Source: an optimization exercise on an open RTL-to-GDS flow (aim: small area, a short achievable clock period and few clock cycles per item). Production flows keep margins and buffers that such runs may drop. In this exercise RTL edits were held to simulation tests only and were not proved equivalent to the original. No activity file was given, so power comes from the tool's default toggle rates.

Setup of run 1:
Design dhcp_top, start of the top module:
module dhcp_top (
    input  logic         clk,
    input  logic         reset,
    input  logic         udp_in_start,
    input  logic [7:0]   udp_in_data,
    input  logic         udp_in_valid,
    input  logic         udp_in_last,
    input  logic         udp_out_ready,
    input  logic [1:0]   udp_out_result,
    output logic         udp_out_start,
    output logic [7:0]   udp_out_data,
    output logic         udp_out_valid,
    output logic         udp_out_last,
    output logic [8:0]   udp_out_length,
    output logic [31:0]  udp_out_dst_ip,
    output logic [15:0]  udp_out_dst_port,
    input  logic         host_write_strobe,
    input  logic [7:0]   host_port_id,
    input  logic [7:0]   host_data,
    output logic [7:0]   host_rd_data,
    input  logic [47:0]  mac_address,
    input  logic         do_dhcp,
    output logic [31:0]  ip_address,
    output logic         ip_address_valid
);
For scale: ~8100 cells after synthesis, about 4300 flip-flops, ~190 I/O pins, ~160000 um2 of cells after synthesis.
export LEC_CHECK = 0
export ABC_CLOCK_PERIOD_IN_PS = 3000
export CAP_MARGIN = 20
export CORE_MARGIN = 2
export CORE_UTILIZATION = 50
export CTS_CLUSTER_DIAMETER = 90
export CTS_CLUSTER_SIZE = 25
export PLACE_DENSITY = 0.6
export SLEW_MARGIN = 20
export SYNTH_HIERARCHICAL = 1
export SYNTH_MEMORY_MAX_BITS = 8192
export TNS_END_PERCENT = 5
create_clock -name core_clock -period 7.0 [get_ports {clk}]
standard.sh (not shown) runs the stock make flow with config.mk's settings and CLKGATE_MAP_FILE= SYNTH_SCRIPT=/design/flow/synth_recipe.tcl, a recipe that flattens the netlist after the stock synthesis.
==> flow/flow/run.sh <==
#!/bin/bash
# Standard ORFS layout, step by step. Timing repair before placement runs
# without a setup margin (nets are not yet buffered, so every memory write
# path would look late); from clock tree synthesis on, repair aims for the
# margin below, i.e. a shorter clock period than the design's. Every port
# is buffered as in the standard flow, with a plain buffer cell.
set -euo pipefail
cd "$(dirname "$0")/.."
MARGIN=${MARGIN:-3.5}
bash standard.sh synth                                   > synth.log 2>&1
bash standard.sh floorplan                               > floorplan.log 2>&1
bash standard.sh "BUFFER_PORTS_ARGS=-buffer_cell sky130_fd_sc_hd__buf_4" place > place.log 2>&1
bash standard.sh SETUP_SLACK_MARGIN=$MARGIN cts          > cts.log 2>&1
bash standard.sh SETUP_SLACK_MARGIN=$MARGIN grt          > grt.log 2>&1
bash standard.sh route                                   > route.log 2>&1
bash standard.sh finish                                  > finish.log 2>&1
Run 1 ended with every stage complete and zero timing, DRC or antenna violations.
Testbench counts of run 1, summed over its fixed seeds: cycles 79,664, tx bytes 35,447.
Setup changes, run 1 to run 2
Settings: CORE_UTILIZATION now 40, was 50; CTS_CLUSTER_DIAMETER now 100, was 90; PLACE_DENSITY now 0.5, was 0.6; CTS_CLUSTER_SIZE now 30, was 25.
==> flow/flow/run.sh <==
#!/bin/bash
# Standard ORFS layout, step by step. Timing repair before placement runs
# without a setup margin (nets are not yet buffered, so every memory write
# path would look late); from clock tree synthesis on, repair aims for the
# margin below, i.e. a shorter clock period than the design's.
set -euo pipefail
cd "$(dirname "$0")/.."
MARGIN=${MARGIN:-3.5}
bash standard.sh synth                                   > synth.log 2>&1
bash standard.sh floorplan                               > floorplan.log 2>&1
bash standard.sh place                                   > place.log 2>&1
bash standard.sh SETUP_SLACK_MARGIN=$MARGIN cts          > cts.log 2>&1
bash standard.sh SETUP_SLACK_MARGIN=$MARGIN grt          > grt.log 2>&1
bash standard.sh route                                   > route.log 2>&1
bash standard.sh finish                                  > finish.log 2>&1
- Run 2 finished all stages; the layout is clean.
- On routed wire length: run 2 sits above run 1.
- Between run 1 and run 2, total routing usage reported by global routing decreased.
- Run comparison: run 1 cell with the largest stage delay on the worst path nor2_4; run 2 cell with the largest stage delay on the worst path nor4_4
- Final instance area: run 2 worse than run 1
Inputs modified between run 2 and run 3:
Settings: PLACE_DENSITY changed from 0.5 to 0.6; CTS_CLUSTER_DIAMETER changed from 100 to 90; CTS_CLUSTER_SIZE changed from 30 to 25; CORE_UTILIZATION changed from 40 to 50.
Relative to run 2, the final cell area reported for run 3 is lower. Run 3 reports a higher delay of the slowest cell on the worst path than run 2 does. Worst hold slack came out lower on run 3 than on run 2. Area growth from synthesis to final layout: lower on run 3. From run 2 to run 3 the numbers moved as follows: proportion of power drawn by flip-flops and latches shows a reduction of 0.7 points; fraction of final layout cells with drive strength greater than 1 saw an increase; wire length has decreased; count of clock-buffer cells in the layout went up by 43. Compared with run 2, run 3 shows a number of nets in the finished design that is 117 lower. Total power (lower): run 2. Run 3 vs run 2 — final-layout clock-cell area share rose 0.43 points.

==> static timing again, ports no longer ideal <==
The results above use ideal ports. As a check the final layouts listed here were re-extracted and re-timed, cells and wires unchanged. Step 1: set_driving_cell puts a clkbuf_16 on clk and a buf_2 on each other input, an assumption about the parent block. Step 2, shift: input delay + t, output delay - t, t = (earliest + latest rising clock arrival at the registers) / 2. This alone moves slack from input paths to output paths. Three values: ideal, step 1, step 2; two values: the first two.
| run | t (ns) | slack for setup (ns) | worst slew at a driven data input, ns |
|---|---|---|---|
| run 1 | 1.032 | 3.013 / 3.023 / 2.062 | 0.15 |
| run 2 | 1.029 | 3.050 / 3.018 / 2.111 | 0.14 |
| run 3 | 1.039 | 2.857 / 2.857 / 1.943 | 0.16 |
After both steps every run listed still meets setup and hold. For run 1, which loses most, drivers alone change the setup slack by +0.010 ns; drivers and shift together by -0.951 ns.
